Background: an optimization exercise with open tools, aiming at small area. Do not read the settings as production practice. Function was checked by simulation only, so behaviour that the tests miss may differ from the original. Power is estimated from default activity; no workload was simulated.

==> design/flow/design.v <==
`default_nettype none
module alu_operand_stage (
   input  logic        clk,
   input  logic        rst_n,
   input  logic        in_valid,
   output logic        in_ready,
   input  logic [31:0] instr,
   output logic        out_valid,
   input  logic        out_ready,
   output logic [2:0]  fun3,
   output logic [6:0]  func7,
   output logic [31:0] ALUin1,
   output logic [31:0] ALUin2,
   output logic [4:0]  rd,
   output logic        illegal,
   input  logic        wb_en,
   input  logic [4:0]  wb_rd,
   input  logic [31:0] wb_data
);
   logic [6:0] opc;
   logic [4:0] rd_idx;
   logic [2:0] f3;
   logic [4:0] rs1_idx;
   logic [4:0] rs2_idx;
   logic [6:0] f7;
   assign opc     = instr[6:0];
   assign rd_idx  = instr[11:7];
   assign f3      = instr[14:12];
   assign rs1_idx = instr[19:15];
   assign rs2_idx = instr[24:20];
   assign f7      = instr[31:25];
   logic [31:0] rf_q [32];       
   logic [31:0] wrt_q;           
   logic [31:0] busy_q;
   logic        out_valid_q;
   logic [2:0]  fun3_q;
   logic        f7b5_q;
   logic [31:0] alu1_q;
   logic [31:0] alu2_q;
   logic [4:0]  rd_q;
   logic        illegal_q;
   logic is_op, is_opimm, is_shift, f7_base, f7_alt;
   logic dec_legal, dec_uses_rs2;
   assign is_op    = (opc == 7'b0110011);
   assign is_opimm = (opc == 7'b0010011);
   assign is_shift = (f3[1:0] == 2'b01);           
   assign f7_base  = (f7 == 7'b0000000);
   assign f7_alt   = (f7 == 7'b0100000);
   always_comb begin
      dec_legal = 1'b0;
      if (is_op)
         dec_legal = f7_base || (f7_alt && (f3 == 3'b000 || f3 == 3'b101));
      else if (is_opimm)
         dec_legal = !is_shift || f7_base || (f7_alt && f3[2]);
   end
   assign dec_uses_rs2 = is_op;
   logic hazard, accept, acc_legal;
   assign hazard = dec_legal &&
                   (busy_q[rs1_idx] ||
                    (dec_uses_rs2 && busy_q[rs2_idx]) ||
                    busy_q[rd_idx]);
   assign in_ready  = (!out_valid_q || out_ready) && !hazard;
   assign accept    = in_valid && in_ready;
   assign acc_legal = accept && dec_legal;
   logic [31:0] wb_dec, rd_dec, rs1_dec, rs2_dec;
   always_comb begin
      for (int i = 0; i < 32; i++) begin
         wb_dec[i]  = wb_en && (wb_rd == i[4:0]) && (i != 0);
         rd_dec[i]  = (rd_idx == i[4:0]) && (i != 0);
         rs1_dec[i] = (rs1_idx == i[4:0]) && (i != 0);
         rs2_dec[i] = (rs2_idx == i[4:0]) && (i != 0);
      end
   end
   always_ff @(posedge clk or negedge rst_n) begin
      if (!rst_n) begin
         busy_q <= '0;
         wrt_q  <= '0;
      end else begin
         busy_q <= (busy_q & ~wb_dec) | (rd_dec & {32{acc_legal}});
         wrt_q  <= wrt_q | wb_dec;
      end
   end
   logic [31:0] wb_keep;
   logic [31:0] rf_d [32];
   assign wb_keep = ~wb_dec;
   for (genvar gi = 1; gi < 32; gi++) begin : g_rf
      alu_operand_stage_rf_next u_next (
         .q    (rf_q[gi]),
         .wd   (wb_data),
         .we   (wb_dec[gi]),
         .keep (wb_keep[gi]),
         .d    (rf_d[gi])
      );
   end
   always_ff @(posedge clk) begin
      for (int i = 1; i < 32; i++)
         rf_q[i] <= rf_d[i];
   end
   logic [31:0] td1 [33];
   logic [31:0] td2 [33];
   logic [32:0] ts1, ts2;
   always_comb begin
      for (int i = 0; i < 32; i++) begin
         td1[i] = rf_q[i];
         td2[i] = rf_q[i];
         ts1[i] = (i != 0) && rs1_dec[i] && wrt_q[i] && acc_legal;
         ts2[i] = (i != 0) && rs2_dec[i] && wrt_q[i] && acc_legal && is_op;
      end
      td1[0] = alu1_q;
      td2[0] = alu2_q;
      ts1[0] = !accept;
      ts2[0] = !accept;
      td1[32] = '0;
      ts1[32] = 1'b0;
      td2[32] = is_shift ? {27'b0, instr[24:20]} : {{20{instr[31]}}, instr[31:20]};
      ts2[32] = acc_legal && is_opimm;
   end
   logic [31:0] g1 [11];
   logic [31:0] g2 [11];
   logic [31:0] rd1, rd2;
   always_comb begin
      for (int k = 0; k < 11; k++) begin
         g1[k] = '0;
         g2[k] = '0;
         for (int j = 0; j < 3; j++) begin
            g1[k] = g1[k] | (td1[k*3 + j] & {32{ts1[k*3 + j]}});
            g2[k] = g2[k] | (td2[k*3 + j] & {32{ts2[k*3 + j]}});
         end
      end
      rd1 = ((g1[0] | g1[1] | g1[2] | g1[3]) | (g1[4] | g1[5] | g1[6] | g1[7])) | (g1[8] | g1[9] | g1[10]);
      rd2 = ((g2[0] | g2[1] | g2[2] | g2[3]) | (g2[4] | g2[5] | g2[6] | g2[7])) | (g2[8] | g2[9] | g2[10]);
   end
   always_ff @(posedge clk or negedge rst_n) begin
      if (!rst_n) begin
         out_valid_q <= 1'b0;
         fun3_q      <= '0;
         f7b5_q      <= 1'b0;
         alu1_q      <= '0;
         alu2_q      <= '0;
         rd_q        <= '0;
         illegal_q   <= 1'b0;
      end else begin
         alu1_q <= rd1;
         alu2_q <= rd2;
         if (accept) begin
            out_valid_q <= 1'b1;
            fun3_q      <= f3;
            illegal_q   <= !dec_legal;
            f7b5_q      <= dec_legal && (is_op || is_shift) && f7[5];
            rd_q        <= dec_legal ? rd_idx : 5'd0;
         end else if (out_ready) begin
            out_valid_q <= 1'b0;
         end
      end
   end
   assign out_valid = out_valid_q;
   assign fun3      = fun3_q;
   assign func7     = {1'b0, f7b5_q, 5'b0};
   assign ALUin1    = alu1_q;
   assign ALUin2    = alu2_q;
   assign rd        = rd_q;
   assign illegal   = illegal_q;
endmodule
module alu_operand_stage_rf_next (
   input  logic [31:0] q,
   input  logic [31:0] wd,
   input  logic        we,
   input  logic        keep,
   output logic [31:0] d
);
   assign d = (q & {32{keep}}) | (wd & {32{we}});
endmodule
`default_nettype wire
==> design/flow/flow/run.sh <==
#!/bin/bash
# Layout flow: the standard ORFS flow (standard.sh) with these changes.
#  1. Synthesis maps the logic with an area-oriented ABC script
#     (flow/abc_area_map.script) in place of ORFS's delay-oriented one. The
#     rest of synthesis (synth_recipe.tcl, dfflibmap, flattening, renaming) is
#     unchanged, so the registers are exactly the standard synthesis's.
#  2. Port buffers use the smallest buffer (buf_1).
#  3. CTS clusters up to 25 sinks per leaf buffer and adds no dummy loads.
# Every tool's full output stays in orfs/logs/ (one log per step) and the
# make output in flow_make.log, all inside this work folder.
set -euo pipefail
W=$PWD
rm -rf "$W/orfs_scripts"
cp -r "$FLOW_HOME/scripts" "$W/orfs_scripts"
cp "$W/flow/abc_area_map.script" "$W/orfs_scripts/abc_speed.script"
export SCRIPTS_DIR="$W/orfs_scripts"
export BUFFER_PORTS_ARGS="-buffer_cell sky130_fd_sc_hd__buf_1"
export CTS_ARGS="-sink_clustering_enable -repair_clock_nets -sink_clustering_size 25 -sink_clustering_max_diameter 100 -dont_use_dummy_load"
bash "$W/standard.sh" > "$W/flow_make.log" 2>&1
==> design/flow/flow/abc_area_map.script <==
&get -n
&st
&dch
&nf -R 1000 -p -C 32
&put
==> design/flow/standard.sh <==
#!/bin/bash
# synth_recipe.tcl (not shown) runs the flow's synth.tcl, then flattens the netlist and writes it again
# the make line also repeats each setting of config.mk as NAME=value (left out here)
make -C /OpenROAD-flow-scripts/flow DESIGN_CONFIG=/design/flow/config.mk WORK_HOME=/design/flow/orfs CLKGATE_MAP_FILE= SYNTH_SCRIPT=/design/flow/synth_recipe.tcl "${@:-finish}"
==> design/flow/config.mk <==
export PLATFORM = sky130hd
export DESIGN_NAME = alu_operand_stage
export DESIGN_NICKNAME = alu_operand_stage
export VERILOG_FILES = /design/flow/design.v
export SDC_FILE = /design/flow/constraint.sdc
export NUM_CORES = 4
export LEC_CHECK = 0
export CAP_MARGIN = 20
export CORE_MARGIN = 2
export CORE_UTILIZATION = 40
export SLEW_MARGIN = 20
export SYNTH_HIERARCHICAL = 1
==> design/flow/constraint.sdc <==
create_clock -name core_clock -period 7.0 [get_ports {clk}]
set_input_delay 1.4000 -clock core_clock [delete_from_list [all_inputs] [get_ports {clk}]]
set_output_delay 1.4000 -clock core_clock [all_outputs]
set_load 0.01 [all_outputs]
==> results of run 1 <==
==> flip-flops by register name, indices dropped and copies added (netlist names), 3 cells and up <==
signal / cells
alu1_q: 32
alu2_q: 32
busy_q: 31
fun3_q: 3
rd_q: 5
rf_q: 992
wrt_q: 31
==> power groups by stage <==
stage	sequential (uW)	combinational, uW	clock [uW]
final	8560	1530	3460
after global routing	8670	1630	3670
after CTS	8490	1500	3450
after detailed placement	8620	1500	0
after global placement	8600	1450	0
after floorplan	8380	1150	0
==> cell usage after synthesis (2+ instances only) <==
| cell | instances |
|---|---|
| a22o_1 | 1002 |
| o21ai_0 | 26 |
| nand3_1 | 18 |
| a22oi_1 | 58 |
| o31ai_1 | 17 |
| nor4_1 | 13 |
| clkinv_1 | 33 |
| nand2b_1 | 41 |
| a222oi_1 | 646 |
| or3_1 | 7 |
| buf_4 | 7 |
| nor2b_1 | 15 |
| o22ai_1 | 18 |
| and2_0 | 5 |
| a221oi_1 | 27 |
| dfxtp_1 | 992 |
| nand2_1 | 116 |
| dfrtp_1 | 137 |
| and3_1 | 14 |
| a21oi_1 | 9 |
| or2_0 | 5 |
| nand3b_1 | 4 |
| nor3_1 | 55 |
| nand4b_1 | 10 |
| mux2_1 | 2 |
| nor4b_1 | 6 |
| nand4_1 | 204 |
| nor2_1 | 78 |
==> per-stage QoR <==
step / std cells / hold slack (ps) / power (uW) / area, um^2 / setup WS, ps
floorplan: 3577 / 448.3 / 9533 / 43150 / 289.9
global placement: 5315 / 469.5 / 10050 / 47440 / 794.5
detailed placement: 5316 / 475.4 / 10120 / 47450 / 812.8
CTS: 5368 / 496.0 / 13440 / 48750 / 1437
global route: 5368 / 514.6 / 13960 / 48750 / 1153
finish: 5369 / 494.8 / 13560 / 48750 / 1138
==> cell families after synthesis <==
| family | Yosys count | share of synthesized area (%) |
|---|---|---|
| buffers and inverters | 40 | 0.4099 |
| flip-flops | 1129 | 54.11 |
| AND/OR/NAND/NOR | 592 | 7.373 |
| multiplexers | 2 | 0.05233 |
| AO/OA/AOI/OAI | 1808 | 38.04 |
| other | 1 | 0.008714 |
==> critical path: stages <==
cell and delay [ps]:
buf_1 190, and2_0 480, a22o_1 360, a221oi_1 320, o22ai_1 160, nor4_1 190, o31ai_1 120, a21boi_0 790
and3_1 380, buf_4 270, and3_2 1070, a222oi_1 240, nand4_1 270, nor2_1 60, nand4_1 100
==> final cells by class <==
| cell class | instances | area (um^2) |
|---|---|---|
| inverters | 33 | 125.1 |
| diodes | 1 | 2.502 |
| well taps | 1403 | 1755 |
| flip-flops and latches | 1129 | 23290 |
| repair buffers | 343 | 2153 |
| fillers | 9938 | 58150 |
| multi-input cells | 2408 | 20130 |
| clock buffers | 52 | 1301 |
==> modules after synthesis (local to each module, per instance) <==
module | cells | copies in the design
alu_operand_stage_rf_next | 32 | 31
alu_operand_stage | 2580 | 1
==> final timing paths <==
path                                  from  cells past startpoint  slack [ps]         end
worst max-delay path             instr[21]                     15        1140  alu1_q[26]
worst max register to register  busy_q[26]                     14        2130  alu1_q[26]
worst min-delay path               rd_q[4]                      2         490     rd_q[4]
worst min register to register     rd_q[4]                      2         490     rd_q[4]
min in group asynchronous            rst_n                      1         790    wrt_q[8]
max in group asynchronous            rst_n                      2        4800  alu2_q[14]
==> routing by layer <==
layer | vias up | GRT usage [%] | part of all wire [%]
met5 | - | 0 | 0.017
met1 | 21000 | 46.56 | 37
met4 | 6 | 20.23 | 6.2
met3 | 865 | 13.61 | 16
met2 | 4003 | 52.92 | 42
li1 | 17040 | - | -
==> flow_summary.yaml, run 1 <==
finish:
  layout_common_cells: "a22o_1, dfxtp_1, a222oi_1, nand4_1, buf_4"
  post_route_cells_drive_above_1_share_pct: 8.852
  final_util_pct: 45.60
  area_growth_pct: 13.28
  final_common_cell: "a22o_1"
  num-nets-final: 4041
detailed_routing:
  wl_um: 212100
  routed_via_density: 7.993
  drc: 0
  vias: 42910
  dr.first_iter.drc_count: 12380
  antenna_left: 0
  routedWlPerCell_um: 39.51
  firstDrtPassIters: 13
clock_tree:
  cts_buffers: 52
  cts_max_level: 2
  hold_buffers: 0
  cts_setup_buffers: 0
  cts_resized: 0
  clock_path_buffers: 3
  clock_latency_ps: 690
  clock_sinks: 1129
  root_buffer: "clkbuf_16"
  cts_tree: "done"
  clkTransAtPathRegs_ps: 100
sta:
  rsz0062_at_grt: "false"
  finalCriticalPeriod_ps: 5862
  worst_pin_slew_ps: 1285
  final-max-slew-violation-count: 0
  hold_viol: 0
  finalSetupViolCount: 0
  finalCritPeriodShare_pct: 83.74
  finalSetupTns_ps: 0
  fmax_mhz: 170.6
  fin_skew_ps: 55.29
  slew_headroom_pct: 14.32
worst_setup_path:
  cp-end-kind: "register"
  worstPathArrival_ps: 6480
  critPathKind: "input pin to register"
  required_ps: 7610
  crit_path_start_kind: "input pin"
  crit_fanout: 32
synth:
  synth_edf_count: 0
  syn_area_per_cell_um2: 12.05
  synthDistinctLibCells: 35
  synthCells: 3572
  synth_warnings: 18
  synthArstFlopShare_pct: 12.13
  netlist_area_mm2: 0.04304
  ys_seq_area_share_pct: 54.11
  yosysTopAreaCellShare_pct: 46.15
  yosys-top-cells-area: "dfxtp_1, a22o_1, a222oi_1"
  synth_top_area_cell: "dfxtp_1"
  ys_seq_elements: 1129
  synthFlopType: "dfxtp_1"
power_and_ir_drop:
  p_leak_uw: 0.01795
  swShare_pct: 26.85
  power-per-cell-area_mw_per_mm2: 278.1
  p_comb_share_pct: 11.3
  peakVddDrop_uv: 214.9
  p_switching_uw: 3640
  seqPwrFrac_pct: 63.2
  p_int_uw: 9917
  p_clk_share_pct: 25.5
global_route:
  grtUsageTotal_pct: 36.45
  grt_pass1_wl_um: 297100
  grt_max_degree: 68
  grt-ovfl-total: 0
  grt_pass1_vias: 39770
  antenna_found_initial: 7
floorplan:
  dieArea_mm2: 0.1102
  start_util_pct: 40.26
  dieWidth_um: 332.0
  coreArea_mm2: 0.1069
  rows: 120
  die_y_um: 332.0
  io_pins: 156
min_path:
  hold_path_class: "register to register"
placement:
  gp_congestion: 0.9778
  port-buffer-count: 149
  hpwl_um: 120100
status:
  outcome: "timing/DRC/antenna clean"
flow_run:
  cap_violations: 0
==> inputs of run 2 (changes only) <==
--- a/design/flow/config.mk
+++ b/design/flow/config.mk
@@ -7,6 +7,6 @@
 export LEC_CHECK = 0
 export CAP_MARGIN = 20
 export CORE_MARGIN = 2
-export CORE_UTILIZATION = 40
+export CORE_UTILIZATION = 50
 export SLEW_MARGIN = 20
 export SYNTH_HIERARCHICAL = 1
==> flow_summary.yaml, run 2 <==
worst_setup_path:
  cp_slowest_cell: "and2_0"
  required_ps: 7550
  r2r-start: "busy_q[3]"
  worstSetupStartpoint: "instr[20]"
  cpPeakStageDelay_ps: 910
  cp-end-kind: "register"
  worstPathArrival_ps: 6460
  critPathKind: "input pin to register"
  crit_chain: "buf_1, and2_0, a22oi_1, a21oi_1, nor4_1, o31ai_1, a21boi_0, nand3_4, buf_12, nor3_2, buf_12, a222oi_1, nand4_1, or3_1"
  crit_path_start_kind: "input pin"
  critPathMostFrequentCell: "buf_12"
  crit_fanout: 45
power_and_ir_drop:
  power-per-cell-area_mw_per_mm2: 277.9
  p_clk_share_pct: 25.1
  peakVddDrop_uv: 250.6
  p_leak_uw: 0.01799
  p_switching_uw: 3676
  seqPwrFrac_pct: 63.3
  p_int_uw: 9897
  p_comb_share_pct: 11.6
  swShare_pct: 27.08
finish:
  nFillCells: 7242
  reg_top3: "rf_q (992), alu1_q (32), alu2_q (32)"
  final_common_cell: "a22o_1"
  top_register: "rf_q"
  post_route_cells_drive_above_1_share_pct: 8.150
  num-nets-final: 4027
  area_growth_pct: 13.48
  regArea_mm2: 0.02329
  multiInputGateArea_mm2: 0.02009
  largest_reg_flops: 992
  layout_common_cells: "a22o_1, dfxtp_1, a222oi_1, nand4_1, buf_1"
placement:
  gp_congestion: 0.9278
  hpwl_um: 122900
  port-buffer-count: 149
clock_tree:
  clock_sinks: 1129
  root_buffer: "clkbuf_16"
  cts_setup_buffers: 0
  cts_tree: "done"
  clkTransAtPathRegs_ps: 100
  cts_resized: 0
  cts_buffers: 51
  clock_path_buffers: 3
  cts_max_level: 2
  hold_buffers: 0
  clock_latency_ps: 670
detailed_routing:
  routedWlPerCell_um: 41.10
  vias: 43860
  firstDrtPassIters: 14
  antenna_left: 0
  routed_via_density: 8.602
  wl_um: 209500
  dr.first_iter.drc_count: 12350
  drc: 0
synth:
  synthFlopType: "dfxtp_1"
  synthAdderAreaFrac_pct: 0
  synth_warnings: 18
  synthSimpleGateAreaFrac_pct: 7.373
  yosys-top-cells-area: "dfxtp_1, a22o_1, a222oi_1"
  ys_seq_area_share_pct: 54.11
  synthXorXnorAreaFrac_pct: 0
  synthArstFlopShare_pct: 12.13
  synthCells: 3572
  synth_edf_count: 0
  synth_top_area_cell: "dfxtp_1"
  yosysMostFrequentCell: "a22o_1"
  ys_seq_elements: 1129
  syn_area_per_cell_um2: 12.05
  synthDistinctLibCells: 35
  synth_top_family_by_area: "compound AO/OA/AOI/OAI gates"
  synth_commonest_cells: "a22o_1, dfxtp_1, a222oi_1"
  muxShareOfSynthArea_pct: 0.05233
  synth-compound-area-share_pct: 38.04
  yosysTopAreaCellShare_pct: 46.15
  netlist_area_mm2: 0.04304
global_route:
  grt_pass1_wl_um: 293100
  grt_pass1_vias: 41420
  antenna_found_initial: 17
  grtUsageMet1_pct: 57.31
  grtUsageTotal_pct: 44.46
  grt-busiest-layer: "met2"
  grtUsageMet2_pct: 63.91
  grt-ovfl-total: 0
  grt_max_degree: 127
  grt_use_met3_pct: 18.05
sta:
  fin_skew_ps: 59.43
  worst_pin_slew_ps: 1199
  final-max-slew-violation-count: 0
  finalSetupTns_ps: 0
  finalSetupViolCount: 0
  finalCritPeriodShare_pct: 84.36
  rsz0062_at_grt: "false"
  holdWs_ps: 492.3
  finalCriticalPeriod_ps: 5905
  slew_headroom_pct: 20.08
  fmax_mhz: 169.4
  hold_viol: 0
status:
  outcome: "timing/DRC/antenna clean"
floorplan:
  dieWidth_um: 297.4
  rows: 107
  coreArea_mm2: 0.08528
  dieArea_mm2: 0.08843
  io_pins: 156
  start_util_pct: 50.46
  die_y_um: 297.4
min_path:
  hold_path_class: "register to register"
  worstHoldStart: "rf_q[31][1]"
flow_run:
  cap_violations: 0
## run 2: modules after synthesis, one instance, submodules excluded
module                     cell area (um^2)  cells inside
alu_operand_stage_rf_next             280.3            32
alu_operand_stage                     34350          2580
## run 2: cell type report
cell class	instances	area share, %
antenna	4	0.02050
clock buffer	51	2.613
inverter	33	0.2536
multi-input combinational	2408	41.14
sequential	1129	47.68
tap	1144	2.931
timing repair buffer	330	5.355
## run 2: kinds of logic after synthesis
group	count (synthesis)
AOI/OAI and AO/OA	1808
DFF	1129
and+or+nand+nor	592
buffers and inverters	40
muxes	2
other	1
## run 2: stage by stage
stage	util, %	std cells	total power (uW)	instance area (um^2)	worst slack [ps]
6_report	57.27	5099	13570	48840	1095
5_1_grt	57.25	5095	13940	48830	948.6
4_1_cts	57.25	5095	13420	48830	1337
3_5_place_dp	55.76	5044	10180	47550	751.9
3_3_place_gp	55.76	5044	10010	47550	814.2
2_1_floorplan	-	3577	9533	43150	289.9
## run 2: final timing paths
check | endpoint | slack, ps | cells after the start
setup / recovery | alu2_q[10] | 1100 | 14
hold / removal | alu1_q[1] | 490 | 2
setup reg to reg | alu2_q[10] | 2500 | 14
hold reg to reg | alu1_q[1] | 490 | 2
max in group asynchronous | alu2_q[30] | 5120 | 2
min in group asynchronous | rd_q[3] | 620 | 1
## run 2: power by group through the flow
stage / sequential (uW) / clock [uW] / combinational (uW)
after floorplan: 8380 / 0 / 1150
after global placement: 8560 / 0 / 1450
after detailed placement: 8650 / 0 / 1530
after CTS: 8510 / 3380 / 1530
after global routing: 8690 / 3600 / 1660
final: 8590 / 3410 / 1570
## run 2: critical path, delay by kind of cell
kind	cells	cell delay [ps]
compound gates	5	1770
simple gates	6	2380
buf+inv	3	840
## run 2: metal layers
| layer | routed length, um | vias to the layer above |
|---|---|---|
| li1 | - | 17020 |
| met4 | 12510 | 24 |
| met5 | 150 | - |
| met3 | 35790 | 919 |
| met2 | 85970 | 4381 |
| met1 | 75120 | 21520 |

-- afterwards: timing with drivers on the ports --
In the flow no input, the clock included, has a driving cell. The finished layouts below were timed again as built, in two steps. Step 1 assumes that a clkbuf_16 drives the clock port and a buf_2 every other input. Step 2 adds t to the input delays and takes it off the output delays; t is the mean of the earliest and latest rising clock arrival at the registers after step 1. Input paths then give back, and output paths get back, about the clock's delay inside the block. Three values: ideal ports, drivers, drivers and shift; two values: the first two.
run	shift t [ns]	setup WS [ns]	worst hold slack (ns)	worst slew at a driven data input, ns
run 1	0.745	1.138 / 1.179 / 0.434	0.495 / 0.495 / 0.495	0.10
run 2	0.708	1.095 / 1.136 / 0.429	0.492 / 0.492 / 0.492	0.09
After both steps every run listed still meets setup and hold. For run 1, which loses most, drivers alone change the setup slack by +0.041 ns; drivers and shift together by -0.704 ns.
